Source: an optimization exercise on an open RTL-to-GDS flow (aim: small area and few clock cycles per item). Production flows keep margins and buffers that such runs may drop. In this exercise RTL edits were held to simulation tests only and were not proved equivalent to the original.

==> flow/design.v, too long to show whole: its modules and the start of the top module <==
// module appl_angle_err: 36 lines
// module angle_position_pid_loop: 150 lines
// module appl_fa: 10 lines
// module appl_bsel: 10 lines
// module appl_bsel2: 10 lines
// module appl_bsel1: 8 lines
// module appl_ha: 9 lines
// module appl_pid_isum: 949 lines
// module appl_pid_acc: 1840 lines
module angle_position_pid_loop #(
  parameter int ENCODER_BITS   = appl_pkg::ENCODER_BITS_DEF,
  parameter int GAIN_FRAC_BITS = appl_pkg::GAIN_FRAC_BITS_DEF
) (
  input  logic                                clk_i,
  input  logic                                rst_ni,
  input  logic                                in_valid_i,
  output logic                                in_ready_o,
  input  logic [appl_pkg::ENC_W-1:0]          encoder_count_i,
  output logic                                out_valid_o,
  input  logic                                out_ready_i,
  output logic signed [appl_pkg::CUR_W-1:0]   current_ref_o,
  input  logic                                cfg_we_i,
  input  logic [appl_pkg::CFG_IDX_W-1:0]      cfg_idx_i,
  input  logic [appl_pkg::CFG_DATA_W-1:0]     cfg_data_i
);
  // ...
==> flow/run.sh <==
#!/bin/bash
# synth_recipe.tcl (not shown) runs the flow's synth.tcl, then flattens the netlist and writes it again
# the make line also repeats each setting of config.mk as NAME=value (left out here)
make -C /OpenROAD-flow-scripts/flow DESIGN_CONFIG=/design/flow/config.mk WORK_HOME=/design/flow/orfs CLKGATE_MAP_FILE= SYNTH_SCRIPT=/design/flow/synth_recipe.tcl finish
==> flow/config.mk <==
export PLATFORM = sky130hd
export DESIGN_NAME = angle_position_pid_loop
export DESIGN_NICKNAME = angle_position_pid_loop
export VERILOG_FILES = /design/flow/design.v
export SDC_FILE = /design/flow/constraint.sdc
export NUM_CORES = 4
export LEC_CHECK = 0
export CAP_MARGIN = 20
export CORE_MARGIN = 2
export CORE_UTILIZATION = 60
export GPL_TIMING_DRIVEN = 0
export SLEW_MARGIN = 20
export SYNTH_HIERARCHICAL = 1
==> flow/constraint.sdc <==
create_clock -name core_clock -period 10.5 [get_ports {clk_i}]
set_input_delay 2.1000 -clock core_clock [delete_from_list [all_inputs] [get_ports {clk_i}]]
set_output_delay 2.1000 -clock core_clock [all_outputs]
set_load 0.01 [all_outputs]
==> summary.md, run 1 <==
| Metric | Value |
|---|---|
| Status | complete, no violations |
| Hold path depth | 2 |
| First-pass GRT wire length | ~190000 µm |
| Post-DP HPWL | 96100 µm |
| Overflow after GRT | 0 |
| WP depth | 32 |
| Via Count | 30555 |
| Initial antenna violation count | 5 |
| Clk root buf | clkbuf_16 |
| Startpoint types | flip-flop |
| Gr busiest metal | met2 |
| TAP cells | about 800 |
| Setup crit end kind | flip-flop |
| Largest registers | integ_q x32, angle_cfg_q x29 |
| Required time of the worst setup path | roughly 11 ns |
| Via-per-instance ratio | 6.75 |
| Post-Syn Area | approximately 0.036 mm² |
| Port Buffer Count | 61 |
| Synth Flop Type | dfrtp_1 |
| Hold_sp | output_high_q[13]$_DFFE_PN0P_ |
| Sequential cell area | 0.00584 mm² |
| Share of cells above drive strength 1 | 16.2% |
| DR top layer | met5 |
| Register share of the cell area | 14.0% |
| Area grow syn2layout | 15.0% |
| Share of the synthesized area in the top cell type | between 20% and 30% |
| Met1 Use GR | a little over 50% |
| Commonest cells after routing, fill and taps aside | xnor2_1, fa_1, a22oi_1, ha_1, nand2_1 |
| Iter 0 DRT Violations | 3614 |
| Mean area per synthesized cell | 10.4 µm² |
| Period utilisation layout | 98.0% |
| Skew-Pair Late Insertion Delay | 0.62 ns |
| Met3 wire len | approximately 14000 µm |
| Fraction of area in multi-input gates | 70.1% |
| M1 WL | 47400 µm |
| Yosys cell types | 83 |
| Multi-input gate area | 0.0293 mm² |
| Xor and xnor area share after synthesis | 14.8% |
Testbench counts, summed over its fixed seeds: cycles 14,544, items 14,400.
==> run 2, diff against run 1 <==
--- a/flow/config.mk
+++ b/flow/config.mk
@@ -8,6 +8,5 @@
 export CAP_MARGIN = 20
 export CORE_MARGIN = 2
-export CORE_UTILIZATION = 60
-export GPL_TIMING_DRIVEN = 0
+export CORE_UTILIZATION = 30
 export SLEW_MARGIN = 20
 export SYNTH_HIERARCHICAL = 1
==> run 2 against run 1 <==
Worst hold slack got worse by 0.045 ns. Core utilization fell by 37 points. Clock skew fell by 0.019 ns. Critical endpoint is now current_ref_q[9]$_DFFE_PN_.
==> summary.md, run 2 <==
| Metric | Value |
|---|---|
| WL final | 119000 µm (was 128000 µm) |
| Vias in the first global route | 27927 (was 31104) |
| Share of the synthesized area in the top cell type | 26.4% (unchanged) |
| Post-route minimum period | 9.91 ns (was 10.29 ns) |
| Cells after DPL | 5087 (was 4397) |
| WHS | 0.442 ns (was 0.487 ns) |
| Largest registers | integ_q x32, angle_cfg_q x29 (unchanged) |
| Post-DP HPWL | 92800 µm (was 96100 µm) |
| GPL Wtd Cong | 0.944 (was 0.970) |
| Share of cells above drive strength 1 | 10.7% (was 16.2%) |
| DRC Markers | 0 (unchanged) |
| Syn Nets | 4259 (unchanged) |
| Worst-margin pin slew | 1.10 ns (was 1.01 ns) |
| Commonest cells after routing, fill and taps aside | xnor2_1, fa_1, a22oi_1, ha_1, nand2_1 (unchanged) |
| Post-CTS Hold Buffers | 0 (unchanged) |
| Die height | 352 µm (was 250 µm) |
| Clk_skew | 0.0350 ns (was 0.0544 ns) |
| Drt pass-1 iters | 6 (was 7) |
| Register area share after synthesis | 16.0% (unchanged) |
| Share of flip-flops with an asynchronous set or reset | 80.8% (unchanged) |
| Htree depth | 1 (unchanged) |
| Area grow syn2layout | 9.03% (was 15.0%) |
| Yosys cell types | 83 (unchanged) |
| Required time of the worst setup path | 10.85 ns (was 10.80 ns) |
| Startpoint types | flip-flop (unchanged) |
| Setup crit end kind | flip-flop (unchanged) |
| Antenna cells | 0 (unchanged) |
| Port Buffer Count | 63 (was 61) |
| Period utilisation layout | 94.4% (was 98.0%) |
| Slew HR | 26.3% (was 31.5%) |
| Max Cap Violations | 0 (unchanged) |
| Post-Syn Instances | 3486 (unchanged) |
| Synth cell count leaders | xnor2_1, fa_1, a22oi_1 (unchanged) |
| Setup TNS | 0 ns (unchanged) |
| Row count | 127 (was 90) |
| WP data arrival | 10.27 ns (was 10.60 ns) |
| Max incr delay on CP | 0.69 ns (was 0.58 ns) |
| Final antenna-violating net count | 0 (unchanged) |
| Routed wire length per instance | 23.1 µm (was 28.3 µm) |
| Yosys warns | 8 (unchanged) |
| Fin. Hold Viols | 0 (unchanged) |
| Core area | 0.120 mm² (was 0.0601 mm²) |
| First-pass GRT wire length | 180000 µm (was 190000 µm) |
| TritonCTS Buffers | 29 (was 28) |
| Cts repair resizes | 0 (was 11) |
| Die footprint | 0.124 mm² (was 0.0626 mm²) |
| Clk slew on worst S/H paths | 0.06 ns (about the same) |
| Via-per-instance ratio | 5.46 (was 6.75) |
| CTS max path bufs | 3 (unchanged) |
| Skew-Pair Late Insertion Delay | 0.62 ns (about the same) |
| Clk root buf | clkbuf_16 (unchanged) |
| Nets | 4280 (was 4494) |
| FMAX | 0.101 GHz (was 0.0971 GHz) |
| Fin cells | 5142 (was 4525) |
| Overflow after GRT | 0 (unchanged) |
| CP max-delay cell | dfrtp_2 (was fa_1) |
| Mean area per synthesized cell | 10.4 µm² (unchanged) |
| Worst hold path class | flip-flop to flip-flop (unchanged) |
| Leading cell type in the layout, fill and taps excluded | xnor2_1 (unchanged) |
| WS Path Type | flip-flop to flip-flop (unchanged) |
| CTS Sinks | 224 (unchanged) |
| TritonCTS clock tree | yes (unchanged) |
| Slew Limit Fails | 0 (unchanged) |
| Most flop-heavy register | integ_q (unchanged) |
| RSZ-0062 raised after global routing | no |
| Max reg flops | 32 (unchanged) |
| Largest net degree at the start of global routing | 80 (was 93) |
| # IOs | 64 (unchanged) |
| Die width | 352 µm (was 250 µm) |
| Initial core utilization | 30.3% (was 60.5%) |
| Largest cells by area after synthesis | fa_1, xnor2_1, dfrtp_1 (unchanged) |
| Most Frequent Cell on Critical Path | fa_1 (unchanged) |
| Post-synth EDFFs | 43 (unchanged) |
| Iter 0 DRT Violations | 2680 (was 3614) |
| Synth area leader | fa_1 (unchanged) |
| Post-CTS setup buffer count | 0 (was 7) |
| Synth Flop Type | dfrtp_1 (unchanged) |
| Most numerous cell in the Yosys netlist | xnor2_1 (unchanged) |
| Post-Syn Area | 0.0364 mm² (unchanged) |
| Post-synthesis register bit count | 224 (unchanged) |
| # setup viols final | 0 (unchanged) |
| Initial antenna violation count | 7 (was 5) |
| Via Count | 28096 (was 30555) |
| Total Routing Usage GR | 18.7% (was 40.0%) |
| Status | complete, no violations (unchanged) |
| CP max FO | 20 (was 12) |
-- run 2: cell counts after synthesis --
No cell type changed its count.
-- run 2: final timing paths --
path / from / end / slack [ns] / cells past startpoint
worst max-delay path: err_b_q[1]$_DFFE_PN0P_ / current_ref_q[9]$_DFFE_PN_ / 0.59 / 28
worst min-delay path: valid_b_q$_DFFE_PN0N_ / out_valid_q$_DFFE_PN0N_ / 0.44 / 2
worst max register to register: err_b_q[1]$_DFFE_PN0P_ / current_ref_q[9]$_DFFE_PN_ / 0.59 / 28
worst min register to register: valid_b_q$_DFFE_PN0N_ / out_valid_q$_DFFE_PN0N_ / 0.44 / 2
max in group asynchronous: rst_ni / err_b_q[7]$_DFFE_PN0P_ / 7.54 / 2
min in group asynchronous: rst_ni / integ_q[20]$_DFFE_PN0P_ / 1.58 / 1
-- run 2: layout make-up --
class                      count  area (µm²)
sequential                   224        5830
clock buffer                  40         827
tap                         1612        2020
inverter                     165         619
timing repair buffer         195        1640
clock inverter                14         103
multi-input combinational   2892       28600
fill                       12269       80500
-- run 2: metrics by stage --
stage          utilization [%]  setup WS [ns]  instance area [µm²]
3_3_place_gp              32.2          0.750                38700
4_1_cts                   33.0          0.638                39600
2_1_floorplan                -         0.0750                36400
3_5_place_dp              32.2          0.665                38700
5_1_grt                   33.0         0.0507                39600
6_report                  33.0          0.588                39600
-- run 2: routing by layer --
layer	wire length (µm)	global-route usage, %
met4	3480	5.13
met2	53800	29.6
met3	9040	2.82
met5	13	0
met1	52400	26.4
-- run 2: worst max-delay path, delay by kind of cell (launching register included) --
kind | cells | cell delay, ns
flip-flops | 1 | 0.69
AO/OA/AOI/OAI | 12 | 2.93
adder cells (fa/ha/maj) | 8 | 3.81
buffers and inverters | 2 | 0.57
multiplexers | 2 | 0.30
XOR/XNOR | 3 | 1.27
AND/OR/NAND/NOR | 1 | 0.09
-- run 2: logic make-up after synthesis --
kind of cell | count (synthesis) | synth area share (%)
AOI/OAI and AO/OA | 835 | 16.5
xor gates and xnor gates | 613 | 14.8
and+or+nand+nor | 558 | 7.23
muxes | 159 | 4.83
buffers and inverters | 370 | 5.75
adders and majority gates | 727 | 34.9
DFF | 224 | 16.0
-- run 2: modules after synthesis, one instance, submodules excluded, a selection --
module | copies in the design | cells inside
angle_position_pid_loop | 1 | 1344
appl_fa | 477 | 1
appl_pid_isum | 1 | 143
appl_ha | 57 | 1
appl_pid_acc | 1 | 218
appl_bsel1 | 87 | 2
appl_bsel2 | 209 | 4
appl_bsel | 19 | 2
==> run 3, diff against run 2 <==
--- a/flow/config.mk
+++ b/flow/config.mk
@@ -8,5 +8,5 @@
 export CAP_MARGIN = 20
 export CORE_MARGIN = 2
-export CORE_UTILIZATION = 30
+export CORE_UTILIZATION = 40
 export SLEW_MARGIN = 20
 export SYNTH_HIERARCHICAL = 1
==> run 3 against run 2 <==
Critical path type unchanged. Synthesized cell count unchanged. Register-to-register slack got worse by 0.03 ns. Clock skew increased by 0.037 ns. Die area decreased by 25%. Clock-buffer cell count decreased by 3. Largest cell class unchanged. Global-route usage increased by 5.7 points.
==> summary.md, run 3 <==
| Metric | Value |
|---|---|
| Status | complete, no violations (unchanged) |
| Most numerous cell in the Yosys netlist | xnor2_1 (unchanged) |
| Skew-Pair Late Insertion Delay | 0.65 ns (was 0.62 ns) |
| Core area | 0.0900 mm² (was 0.120 mm²) |
| Final core utilization | 43.6% (was 33.0%) |
| First-pass GRT wire length | 176000 µm (was 180000 µm) |
| Clk_skew | 0.0722 ns (was 0.0350 ns) |
| CTS Sinks | 224 (unchanged) |
| Post-Syn Instances | 3486 (unchanged) |
| Synth cell count leaders | xnor2_1, fa_1, a22oi_1 (unchanged) |
| Multi-input gate area | 0.0286 mm² (unchanged) |
| Drt pass-1 iters | 5 (was 6) |
| Port Buffer Count | 63 (unchanged) |
| Die width | 305 µm (was 352 µm) |
| Max reg flops | 32 (unchanged) |
| CP max FO | 15 (was 20) |
| Die footprint | 0.0933 mm² (was 0.124 mm²) |
| DP Area | 0.0382 mm² (was 0.0387 mm²) |
| Post-route minimum period | 9.94 ns (was 9.91 ns) |
| Commonest cells after routing, fill and taps aside | xnor2_1, fa_1, a22oi_1, ha_1, nand2_1 (unchanged) |
| Share of flip-flops with an asynchronous set or reset | 80.8% (unchanged) |
| Post-CTS Hold Buffers | 0 (unchanged) |
| Iter 0 DRT Violations | 2314 (was 2680) |
| Max incr delay on CP | 0.62 ns (was 0.69 ns) |
| Setup crit end kind | flip-flop (unchanged) |
| Largest net degree at the start of global routing | 68 (was 80) |
| Period utilisation layout | 94.7% (was 94.4%) |
| Register area share after synthesis | 16.0% (unchanged) |
| Filler Cells Inserted | 8675 (was 12269) |
| DRC Markers | 0 (unchanged) |
| Most Frequent Cell on Critical Path | fa_1 (unchanged) |
| Most flop-heavy register | integ_q (unchanged) |
| Post-CTS setup buffer count | 0 (unchanged) |
| Post-Syn Area | 0.0364 mm² (unchanged) |
| Slew HR | 31.1% (was 26.3%) |
| Clk slew on worst S/H paths | 0.06 ns (about the same) |
| WP data arrival | 10.28 ns (was 10.27 ns) |
| Cts repair resizes | 0 (unchanged) |
| Via-per-instance ratio | 5.90 (was 5.46) |
| Area grow syn2layout | 7.97% (was 9.03%) |
| Synth Flop Type | dfrtp_1 (unchanged) |
| Max Cap Violations | 0 (unchanged) |
| Nets | 4278 (was 4280) |
| Leading cell type in the layout, fill and taps excluded | xnor2_1 (unchanged) |
| Initial core utilization | 40.4% (was 30.3%) |
| Total Routing Usage GR | 24.4% (was 18.7%) |
| # setup viols final | 0 (unchanged) |
| Via Count | 27787 (was 28096) |
| Yosys cell types | 83 (unchanged) |
| Post-synthesis register bit count | 224 (unchanged) |
| Required time of the worst setup path | 10.84 ns (was 10.85 ns) |
| CP max-delay cell | o21ai_1 (was dfrtp_2) |
| TritonCTS clock tree | yes (unchanged) |
| GPL Wtd Cong | 0.941 (was 0.944) |
| Routed wire length per instance | 24.2 µm (was 23.1 µm) |
| Syn Nets | 4259 (unchanged) |
| Yosys warns | 8 (unchanged) |
| WL final | 114000 µm (was 119000 µm) |
| Setup TNS | 0 ns (unchanged) |
| Slew Limit Fails | 0 (unchanged) |
| Row count | 110 (was 127) |
| CP top delay family | adder cells (unchanged) |
| Synth area leader | fa_1 (unchanged) |
| Largest cells by area after synthesis | fa_1, xnor2_1, dfrtp_1 (unchanged) |
| Fin. Hold Viols | 0 (unchanged) |
| Startpoint types | flip-flop (unchanged) |
| Sequential cell area | 0.00583 mm² (unchanged) |
| Share of cells above drive strength 1 | 10.9% (was 10.7%) |
| Post-DP HPWL | 90600 µm (was 92800 µm) |
| Share of the synthesized area in the top cell type | 26.4% (unchanged) |
| Worst hold path class | flip-flop to flip-flop (unchanged) |
| WS Path Type | flip-flop to flip-flop (unchanged) |
| Vias in the first global route | 28172 (was 27927) |
| Initial antenna violation count | 4 (was 7) |
| Mean area per synthesized cell | 10.4 µm² (unchanged) |
| Largest registers | integ_q x32, angle_cfg_q x29 (unchanged) |
| FMAX | 0.101 GHz (about the same) |
| Die height | 305 µm (was 352 µm) |
| RSZ-0062 raised after global routing | no (unchanged) |
| WP buf/inv | 2 (unchanged) |
| Clk root buf | clkbuf_16 (unchanged) |
| Final instance area | 0.0393 mm² (was 0.0396 mm²) |
| CTS max path bufs | 3 (unchanged) |
| # IOs | 64 (unchanged) |
| Overflow after GRT | 0 (unchanged) |
| TritonCTS Buffers | 30 (was 29) |
| Worst-margin pin slew | 1.03 ns (was 1.10 ns) |
| Final antenna-violating net count | 0 (unchanged) |
| Htree depth | 1 (unchanged) |
| Post-synth EDFFs | 43 (unchanged) |
[run 3: changes by cell type in the layout (fill, tap and decap cells not counted), sizes merged]
cell / change
bufinv: +3
buf: -2
clkbuf: -4
clkinv: +2
diode: +2
[run 3: final cells by class]
class	instances	area share, %
well taps	1176	3.75
inverters	165	1.58
flip-flops and latches	224	14.9
repair buffers	192	4.18
clock buffers	37	2.19
clock inverters	19	0.564
multi-input cells	2892	72.9
diodes	2	0.0127
[run 3: per-layer routing]
layer,up-vias,part of all wire (%),GRT usage [%]
li1,12329,-,-
met1,14183,45,35.2
met2,1145,45,38.0
met3,130,7.7,4.09
met4,0,2.8,6.36
met5,-,0,0
[run 3: cell families after synthesis]
family          synth area share, %
compound gates                 16.5
xor+xnor                       14.8
fa+ha+maj                      34.9
buf+inv                        5.75
flops                          16.0
mux                            4.83
simple gates                   7.23
[run 3: Yosys stat by module (local to each module, per instance), excerpt]
module	copies in the design	area [µm²]	flops+latches	cells
angle_position_pid_loop	1	14000	224	1344
appl_bsel	19	21.3	0	2
appl_bsel1	87	12.5	0	2
appl_bsel2	209	32.5	0	4
appl_fa	477	20.0	0	1
appl_ha	57	12.5	0	1
appl_pid_acc	1	1430	0	218
appl_pid_isum	1	963	0	143
[run 3: metrics by stage]
step	hold slack (ns)	cells	worst slack (ns)
floorplan	0.411	3486	0.0750
global placement	0.421	4649	0.696
detailed placement	0.428	4649	0.662
CTS	0.446	4705	0.641
global route	0.502	4705	0.0529
finish	0.441	4707	0.559
[run 3: final timing paths]
check | startpoint | endpoint | slack (ns) | cells past startpoint
max | err_b_q[5]$_DFFE_PN0P_ | current_ref_q[8]$_DFFE_PN_ | 0.56 | 31
min | valid_b_q$_DFFE_PN0N_ | out_valid_q$_DFFE_PN0N_ | 0.44 | 2
max reg2reg | err_b_q[5]$_DFFE_PN0P_ | current_ref_q[8]$_DFFE_PN_ | 0.56 | 31
min reg2reg | valid_b_q$_DFFE_PN0N_ | out_valid_q$_DFFE_PN0N_ | 0.44 | 2
max in group asynchronous | rst_ni | err_b_q[9]$_DFFE_PN0P_ | 7.57 | 2
min in group asynchronous | rst_ni | integ_gain_q[1]$_DFFE_PN0P_ | 1.40 | 1
[run 3: worst min-delay path: stages (launching register included)]
cell and delay (ns):
dfrtp_1 0.32, inv_1 0.04, nand2_1 0.04
==> run 4, diff against run 3 <==
--- a/flow/config.mk
+++ b/flow/config.mk
@@ -6,7 +6,8 @@
 export NUM_CORES = 4
 export LEC_CHECK = 0
-export CAP_MARGIN = 20
+export CAP_MARGIN = 5
 export CORE_MARGIN = 2
 export CORE_UTILIZATION = 40
-export SLEW_MARGIN = 20
+export GPL_TIMING_DRIVEN = 0
+export SLEW_MARGIN = 5
 export SYNTH_HIERARCHICAL = 1
==> run 4 against run 3 <==
Sequential share of layout area fell by 0.91 points. Clock skew fell by 0.023 ns. Still clean on timing, DRC and antenna. Synthesized cell count did not move. Core utilization rose by 2.9 points. First-iteration DRC count rose by 18%. Critical path depth rose by 1.
==> summary.md, run 4 <==
| Metric | Value |
|---|---|
| Adder-cell share of the synthesized area | 34.9% (unchanged) |
| WP data arrival | 10.58 ns (was 10.28 ns) |
| Skew-Pair Late Insertion Delay | 0.63 ns (was 0.65 ns) |
| Setup crit end kind | flip-flop (unchanged) |
| Area grow syn2layout | 15.2% (was 7.97%) |
| Slack of the critical path | 0.345 ns (was 0.559 ns) |
| Post-Syn Area | 0.0364 mm² (unchanged) |
| Met3 usage | 5.17% (was 4.09%) |
| RR Endpoint | current_ref_q[12]$_DFFE_PN_ (was current_ref_q[8]$_DFFE_PN_) |
| CP max-delay cell | a221oi_2 (was o21ai_1) |
| Die width | 305 µm (unchanged) |
| Worst Setup SP | derr_b_q[3]$_DFFE_PP_ (was err_b_q[5]$_DFFE_PN0P_) |
| Htree depth | 1 (unchanged) |
| Xor and xnor area share after synthesis | 14.8% (unchanged) |
| Yosys warns | 8 (unchanged) |
| Share of the synthesized area in the top cell type | 26.4% (unchanged) |
| Max Cap Violations | 0 (unchanged) |
| Synth Area in Compound Gates | 16.5% (unchanged) |
| WL final | 121000 µm (was 114000 µm) |
| WS Path Type | flip-flop to flip-flop (unchanged) |
| Clk_skew | 0.0493 ns (was 0.0722 ns) |
| Simple-Gate Fraction of Synth Area | 7.23% (unchanged) |
| TritonCTS Buffers | 30 (unchanged) |
| Slew HR | 20.4% (was 31.1%) |
| Port Buffer Count | 61 (was 63) |
| Leading cell type in the layout, fill and taps excluded | xnor2_1 (unchanged) |
| Post-synth EDFFs | 43 (unchanged) |
| Fin. Hold Viols | 0 (unchanged) |
| Dpl ws | -1.19 ns (was 0.662 ns) |
| R2R cell count | 32 (was 31) |
| TritonCTS clock tree | yes (unchanged) |
| Max reg flops | 32 (unchanged) |
| Register area share after synthesis | 16.0% (unchanged) |
| Required time of the worst setup path | 10.93 ns (was 10.84 ns) |
| GPL Wtd Cong | 0.946 (was 0.941) |
| Met1 Use GR | 35.2% (about the same) |
| Die height | 305 µm (unchanged) |
| Setup TNS | 0 ns (unchanged) |
| Largest net degree at the start of global routing | 112 (was 68) |
| Multiplexer area fraction after synthesis | 4.83% (unchanged) |
| Iter 0 DRT Violations | 2727 (was 2314) |
| CP max FO | 16 (was 15) |
| Vias in the first global route | 29171 (was 28172) |
| Row count | 110 (unchanged) |
| Largest registers | integ_q x32, angle_cfg_q x29 (unchanged) |
| Largest cells by area after synthesis | fa_1, xnor2_1, dfrtp_1 (unchanged) |
| Max incr delay on CP | 0.62 ns (about the same) |
| Share of flip-flops with an asynchronous set or reset | 80.8% (unchanged) |
| Clk root buf | clkbuf_16 (unchanged) |
| Overflow after GRT | 0 (unchanged) |
| CTS Sinks | 224 (unchanged) |
| Status | complete, no violations (unchanged) |
| Synth area leader | fa_1 (unchanged) |
| # setup viols final | 0 (unchanged) |
| Post-synthesis register bit count | 224 (unchanged) |
| DRC Markers | 0 (unchanged) |
| Commonest cells after routing, fill and taps aside | xnor2_1, fa_1, a22oi_1, ha_1, nand2_1 (unchanged) |
| # IOs | 64 (unchanged) |
| CTS max path bufs | 3 (unchanged) |
| Total Routing Usage GR | 25.5% (was 24.4%) |
| Post-route minimum period | 10.16 ns (was 9.94 ns) |
| Reg-to-reg setup timing slack | 0.34 ns (was 0.56 ns) |
| Post-CTS Hold Buffers | 0 (unchanged) |
| Core area | 0.0900 mm² (unchanged) |
| Final core utilization | 46.5% (was 43.6%) |
| Nets | 4467 (was 4278) |
| Largest family of logic cells by synthesized area | adder cells (unchanged) |
| Drt pass-1 iters | 6 (was 5) |
| Mean area per synthesized cell | 10.4 µm² (unchanged) |
| Post-DP HPWL | 92900 µm (was 90600 µm) |
| Most Frequent Cell on Critical Path | fa_1 (unchanged) |
| WHS Endpoint | out_valid_q$_DFFE_PN0N_ (unchanged) |
| Period utilisation layout | 96.7% (was 94.7%) |
| Syn Nets | 4259 (unchanged) |
| Via Count | 28699 (was 27787) |
| Share of cells above drive strength 1 | 15.6% (was 10.9%) |
| Routed wire length per instance | 24.7 µm (was 24.2 µm) |
| Hold path depth | 2 (unchanged) |
| Clk slew on worst S/H paths | 0.06 ns (about the same) |
| GR Util met2 | 40.1% (was 38.0%) |
| Yosys cell types | 83 (unchanged) |
| Synth Flop Type | dfrtp_1 (unchanged) |
| Slew Limit Fails | 0 (unchanged) |
| Startpoint types | flip-flop (unchanged) |
| Via-per-instance ratio | 5.85 (was 5.90) |
| Initial core utilization | 40.4% (unchanged) |
| Worst-margin pin slew | 1.19 ns (was 1.03 ns) |
| Gr busiest metal | met2 (unchanged) |
| First-pass GRT wire length | 183000 µm (was 176000 µm) |
| Most numerous cell in the Yosys netlist | xnor2_1 (unchanged) |
| Die footprint | 0.0933 mm² (unchanged) |
| Hold_sp | valid_b_q$_DFFE_PN0N_ (unchanged) |
| Post-Syn Instances | 3486 (unchanged) |
| Initial antenna violation count | 5 (was 4) |
| Synth cell count leaders | xnor2_1, fa_1, a22oi_1 (unchanged) |
| Most flop-heavy register | integ_q (unchanged) |
| WHS | 0.448 ns (was 0.441 ns) |
| Worst reg2reg path startpoint | derr_b_q[3]$_DFFE_PP_ (was err_b_q[5]$_DFFE_PN0P_) |
| Final antenna-violating net count | 0 (unchanged) |
| Worst hold path class | flip-flop to flip-flop (unchanged) |
| FMAX | 0.0985 GHz (was 0.101 GHz) |
[run 4: cell counts after synthesis]
Identical to the previous run, type by type.
[run 4: worst max path at each step]
| stage | slack (ns) | end |
|---|---|---|
| after floorplan | 0.07 | current_ref_q[12]$_DFFE_PN_ |
| after global routing | -0.04 | current_ref_q[0]$_DFFE_PN_ |
| after detailed placement | -1.19 | current_ref_q[13]$_DFFE_PN_ |
| after CTS | 0.01 | current_ref_q[0]$_DFFE_PN_ |
| final | 0.34 | current_ref_q[12]$_DFFE_PN_ |
| after global placement | -3.16 | current_ref_q[4]$_DFFE_PN_ |
[run 4: cell families (layout without fill, tap and decap cells)]
| kind of cell | Yosys count | in the layout |
|---|---|---|
| AOI/OAI and AO/OA | 835 | 835 |
| other | 0 | 8 |
| xor gates and xnor gates | 613 | 618 |
| adders and majority gates | 727 | 727 |
| and+or+nand+nor | 558 | 558 |
| DFF | 224 | 224 |
| buffers and inverters | 370 | 597 |
| muxes | 159 | 159 |
[run 4: routing by layer]
metal | up-vias | share of wire, %
met5 | - | 0.0099
met4 | 2 | 3.9
met3 | 220 | 9.2
met2 | 1286 | 45
met1 | 14464 | 42
li1 | 12727 | -
[run 4: through the flow]
step,instances,instance area [µm²]
3_5_place_dp,4789,40100
5_1_grt,4894,41900
4_1_cts,4856,41300
3_3_place_gp,4723,38400
2_1_floorplan,3486,36400
6_report,4902,41900
[run 4: what timing repair did]
action,CTS,global route
pin swaps,0,6
buffers inserted,8,34
cloned,3,4
endpoints found under the setup margin,25,46
gates resized for setup,12,29
endpoints found under the hold margin,0,0
[run 4: Yosys stat by module, one instance, submodules excluded, excerpt]
module                   area, µm²  flops+latches
appl_pid_acc                  1430              0
appl_bsel1                    12.5              0
appl_bsel                     21.3              0
appl_fa                       20.0              0
angle_position_pid_loop      14000            224
appl_bsel2                    32.5              0
appl_pid_isum                  963              0
appl_ha                       12.5              0
[run 4: layout make-up]
cell class / instances / area [µm²]
Inverter: 165 / 619
Sequential cell: 224 / 5840
Multi-Input combinational cell: 2897 / 29000
Tap cell: 1176 / 1470
Buffer: 205 / 1480
Antenna cell: 8 / 20.0
Clock buffer: 40 / 902
Timing Repair Buffer: 171 / 2380
Clock inverter: 16 / 163
Fill cell: 8406 / 48100
[run 4: critical path, delay by kind of cell (launching register included)]
family          cells  cell delay (ns)
fa+ha+maj           8             3.70
compound gates     11             2.70
simple gates        6             1.26
buf+inv             5             1.21
flops               1             0.51
mux                 1             0.35
xor+xnor            1             0.23
==> run 5, diff against run 4 <==
--- a/flow/config.mk
+++ b/flow/config.mk
@@ -6,8 +6,7 @@
 export NUM_CORES = 4
 export LEC_CHECK = 0
-export CAP_MARGIN = 5
+export CAP_MARGIN = 20
 export CORE_MARGIN = 2
-export CORE_UTILIZATION = 40
-export GPL_TIMING_DRIVEN = 0
-export SLEW_MARGIN = 5
+export CORE_UTILIZATION = 55
+export SLEW_MARGIN = 20
 export SYNTH_HIERARCHICAL = 1
==> run 5 against run 4 <==
Largest cell class unchanged. Fmax is 1.2% higher. Die area is 27% lower. Register-to-register slack better by 0.12 ns. Synthesized area stayed put. Core utilization is 12 points higher. Still clean on timing, DRC and antenna. Via count is 0.80% lower. Highest routed layer unchanged. Sequential share of layout area is 1.2 points higher. Worst hold slack worse by 0.0028 ns. Cell count is 11% lower.
==> summary.md, run 5 <==
| Metric | Value |
|---|---|
| Post-synth EDFFs | 43 (unchanged) |
| Row count | 94 (was 110) |
| Slew Limit Fails | 0 (unchanged) |
| Synth cell count leaders | xnor2_1, fa_1, a22oi_1 (unchanged) |
| TritonCTS Buffers | 26 (was 30) |
| WP data arrival | 10.36 ns (was 10.58 ns) |
| # IOs | 64 (unchanged) |
| Post-route minimum period | 10.04 ns (was 10.16 ns) |
| Leading cell type in the layout, fill and taps excluded | xnor2_1 (unchanged) |
| Period utilisation layout | 95.6% (was 96.7%) |
| Final instance area | 0.0385 mm² (was 0.0419 mm²) |
| Hold path depth | 2 (unchanged) |
| CTS Sinks | 224 (unchanged) |
| Die height | 261 µm (was 305 µm) |
| Htree depth | 1 (unchanged) |
| Routed wire length per instance | 27.9 µm (was 24.7 µm) |
| R2R cell count | 30 (was 32) |
| Mean area per synthesized cell | 10.4 µm² (unchanged) |
| Hold_sp | valid_b_q$_DFFE_PN0N_ (unchanged) |
| Dpl ws | 0.576 ns (was -1.19 ns) |
| Share of the synthesized area in the top cell type | 26.4% (unchanged) |
| Vias in the first global route | 29005 (was 29171) |
| Via Count | 28470 (was 28699) |
| Most Frequent Cell on Critical Path | fa_1 (unchanged) |
| Die footprint | 0.0682 mm² (was 0.0933 mm²) |
| Post-Syn Instances | 3486 (unchanged) |
| WS Path Type | flip-flop to flip-flop (unchanged) |
| TritonCTS clock tree | yes (unchanged) |
| Die width | 261 µm (was 305 µm) |
| Post-CTS setup buffer count | 0 (was 8) |
| Area grow syn2layout | 5.94% (was 15.2%) |
| Iter 0 DRT Violations | 2881 (was 2727) |
| FMAX | 0.0996 GHz (was 0.0985 GHz) |
| Max reg flops | 32 (unchanged) |
| Nets | 4257 (was 4467) |
| Slew HR | 25.9% (was 20.4%) |
| # setup viols final | 0 (unchanged) |
| Total Routing Usage GR | 36.0% (was 25.5%) |
| Post-Syn Area | 0.0364 mm² (unchanged) |
| Reg-to-reg setup timing slack | 0.46 ns (was 0.34 ns) |
| Worst-margin pin slew | 1.11 ns (was 1.19 ns) |
| Skew-Pair Late Insertion Delay | 0.57 ns (was 0.63 ns) |
| Startpoint types | flip-flop (unchanged) |
| Setup TNS | 0 ns (unchanged) |
| Clk_skew | 0.0221 ns (was 0.0493 ns) |
| Most flop-heavy register | integ_q (unchanged) |
| Largest net degree at the start of global routing | 73 (was 112) |
| Clk slew on worst S/H paths | 0.07 ns (was 0.06 ns) |
| Setup crit end kind | flip-flop (unchanged) |
| Synth area leader | fa_1 (unchanged) |
| Post-CTS Hold Buffers | 0 (unchanged) |
| Most numerous cell in the Yosys netlist | xnor2_1 (unchanged) |
| Slack of the critical path | 0.464 ns (was 0.345 ns) |
| Status | complete, no violations (unchanged) |
| Largest cells by area after synthesis | fa_1, xnor2_1, dfrtp_1 (unchanged) |
| Max incr delay on CP | 0.66 ns (was 0.62 ns) |
| Yosys cell types | 83 (unchanged) |
| Worst reg2reg path startpoint | err_b_q[8]$_DFFE_PN0P_ (was derr_b_q[3]$_DFFE_PP_) |
| CTS max path bufs | 3 (unchanged) |
| Share of flip-flops with an asynchronous set or reset | 80.8% (unchanged) |
| WHS Endpoint | out_valid_q$_DFFE_PN0N_ (unchanged) |
| Largest registers | integ_q x32, angle_cfg_q x29 (unchanged) |
| Final antenna-violating net count | 0 (unchanged) |
| DRC Markers | 0 (unchanged) |
| Yosys warns | 8 (unchanged) |
| Syn Nets | 4259 (unchanged) |
| DP Area | 0.0376 mm² (was 0.0401 mm²) |
| Drt pass-1 iters | 6 (unchanged) |
| Post-DP HPWL | 96300 µm (was 92900 µm) |
| First-pass GRT wire length | 184000 µm (was 183000 µm) |
| GPL Wtd Cong | 0.976 (was 0.946) |
| Synth Flop Type | dfrtp_1 (unchanged) |
| Initial antenna violation count | 4 (was 5) |
| Register area share after synthesis | 16.0% (unchanged) |
| Share of cells above drive strength 1 | 10.1% (was 15.6%) |
| RSZ-0062 raised after global routing | no |
| Cts repair resizes | 0 (was 12) |
| Overflow after GRT | 0 (unchanged) |
| WHS | 0.446 ns (was 0.448 ns) |
| Max Cap Violations | 0 (unchanged) |
| Via-per-instance ratio | 6.51 (was 5.85) |
| Worst hold path class | flip-flop to flip-flop (unchanged) |
| Port Buffer Count | 63 (was 61) |
| CP max FO | 13 (was 16) |
| Clk root buf | clkbuf_16 (unchanged) |
| Commonest cells after routing, fill and taps aside | xnor2_1, fa_1, a22oi_1, ha_1, nand2_1 (unchanged) |
| CP max-delay cell | xor2_2 (was a221oi_2) |
| Post-synthesis register bit count | 224 (unchanged) |
| Initial core utilization | 55.4% (was 40.4%) |
| WL final | 122000 µm (was 121000 µm) |
| RR Endpoint | current_ref_q[11]$_DFFE_PN_ (was current_ref_q[12]$_DFFE_PN_) |
| Required time of the worst setup path | 10.82 ns (was 10.93 ns) |
| Core area | 0.0656 mm² (was 0.0900 mm²) |
| Fin. Hold Viols | 0 (unchanged) |
==> run 5: cell counts after synthesis <==
Identical to the previous run, type by type.
==> run 5: layout make-up <==
class,count,area [µm²]
inverter,165,619
clock inverter,12,123
antenna,5,12.5
multi-input combinational,2892,28600
tap,864,1080
timing repair buffer,175,1500
sequential,224,5830
fill,5692,27100
clock buffer,35,757
==> run 5: how the worst max path moves through the flow <==
stage / startpoint / endpoint / slack [ns] / cells past startpoint
2_1_floorplan: err_b_q[5]$_DFFE_PN0P_ / current_ref_q[12]$_DFFE_PN_ / 0.07 / 29
3_3_place_gp: err_b_q[7]$_DFFE_PN0P_ / current_ref_q[0]$_DFFE_PN_ / 0.62 / 30
3_5_place_dp: err_b_q[7]$_DFFE_PN0P_ / current_ref_q[0]$_DFFE_PN_ / 0.58 / 30
4_1_cts: err_b_q[8]$_DFFE_PN0P_ / current_ref_q[8]$_DFFE_PN_ / 0.53 / 29
5_1_grt: err_a_q[6]$_DFFE_PN_ / integ_q[22]$_DFFE_PN0P_ / 0.0009 / 33
6_report: err_b_q[8]$_DFFE_PN0P_ / current_ref_q[11]$_DFFE_PN_ / 0.46 / 30
==> run 5: worst max-delay path, delay by kind of cell, from the launching register on <==
| family | cells | cell delay [ns] |
|---|---|---|
| adders and majority gates | 8 | 3.76 |
| AOI/OAI and AO/OA | 10 | 2.32 |
| and+or+nand+nor | 6 | 1.34 |
| xor gates and xnor gates | 3 | 1.09 |
| buffers and inverters | 2 | 0.53 |
| DFF | 1 | 0.50 |
| muxes | 1 | 0.27 |
==> run 5: metal layers <==
layer | part of all wire [%] | global-route usage, %
met1 | 42 | 49.9
met2 | 47 | 58.1
met3 | 7.7 | 5.86
met4 | 3.1 | 11.3
met5 | 0.096 | 1.04
==> run 5: logic make-up after synthesis <==
family          Yosys count  synth area share (%)
fa+ha+maj               727                  34.9
flops                   224                  16.0
mux                     159                  4.83
xor+xnor                613                  14.8
compound gates          835                  16.5
buf+inv                 370                  5.75
simple gates            558                  7.23
==> run 5: Yosys stat by module, one instance, submodules excluded, a selection <==
module | cells inside | cell area (µm²) | copies in the design | flip-flops and latches
appl_pid_acc | 218 | 1430 | 1 | 0
appl_bsel2 | 4 | 32.5 | 209 | 0
appl_pid_isum | 143 | 963 | 1 | 0
appl_bsel1 | 2 | 12.5 | 87 | 0
appl_ha | 1 | 12.5 | 57 | 0
appl_bsel | 2 | 21.3 | 19 | 0
appl_fa | 1 | 20.0 | 477 | 0
angle_position_pid_loop | 1344 | 14000 | 1 | 224
==> run 5: stage by stage <==
step	std cells	utilization [%]
global route	4367	58.7
finish	4372	58.7
detailed placement	4319	57.3
CTS	4366	58.7
global placement	4318	57.3
floorplan	3486	-

static timing again, ports no longer ideal:
How much do the figures lean on ideal ports? The routed layouts below were timed once more, with nothing changed but the port constraints.
Step 1: set_driving_cell puts a clkbuf_16 on clk_i and a buf_2 on each other input, an assumption about the parent block.
Step 2 also shifts input and output timing later by t, the mid clock arrival at the registers, as if the neighbouring blocks saw the same clock.
a / b / c = ideal ports / drivers / drivers and shift; a / b = the first two.
| run | t, ns | setup WS [ns] | clock arrival spread, ns | cell pins on the clock port's net |
|---|---|---|---|---|
| run 1 | 0.657 | 0.206 / 0.206 / 0.206 | 0.055 / 0.055 | 1 |
| run 2 | 0.667 | 0.588 / 0.588 / 0.588 | 0.035 / 0.035 | 1 |
| run 3 | 0.684 | 0.559 / 0.559 / 0.559 | 0.074 / 0.073 | 1 |
| run 4 | 0.670 | 0.345 / 0.345 / 0.345 | 0.051 / 0.051 | 1 |
| run 5 | 0.624 | 0.464 / 0.464 / 0.464 | 0.022 / 0.022 | 1 |
After both steps setup and hold are still met in every run listed.
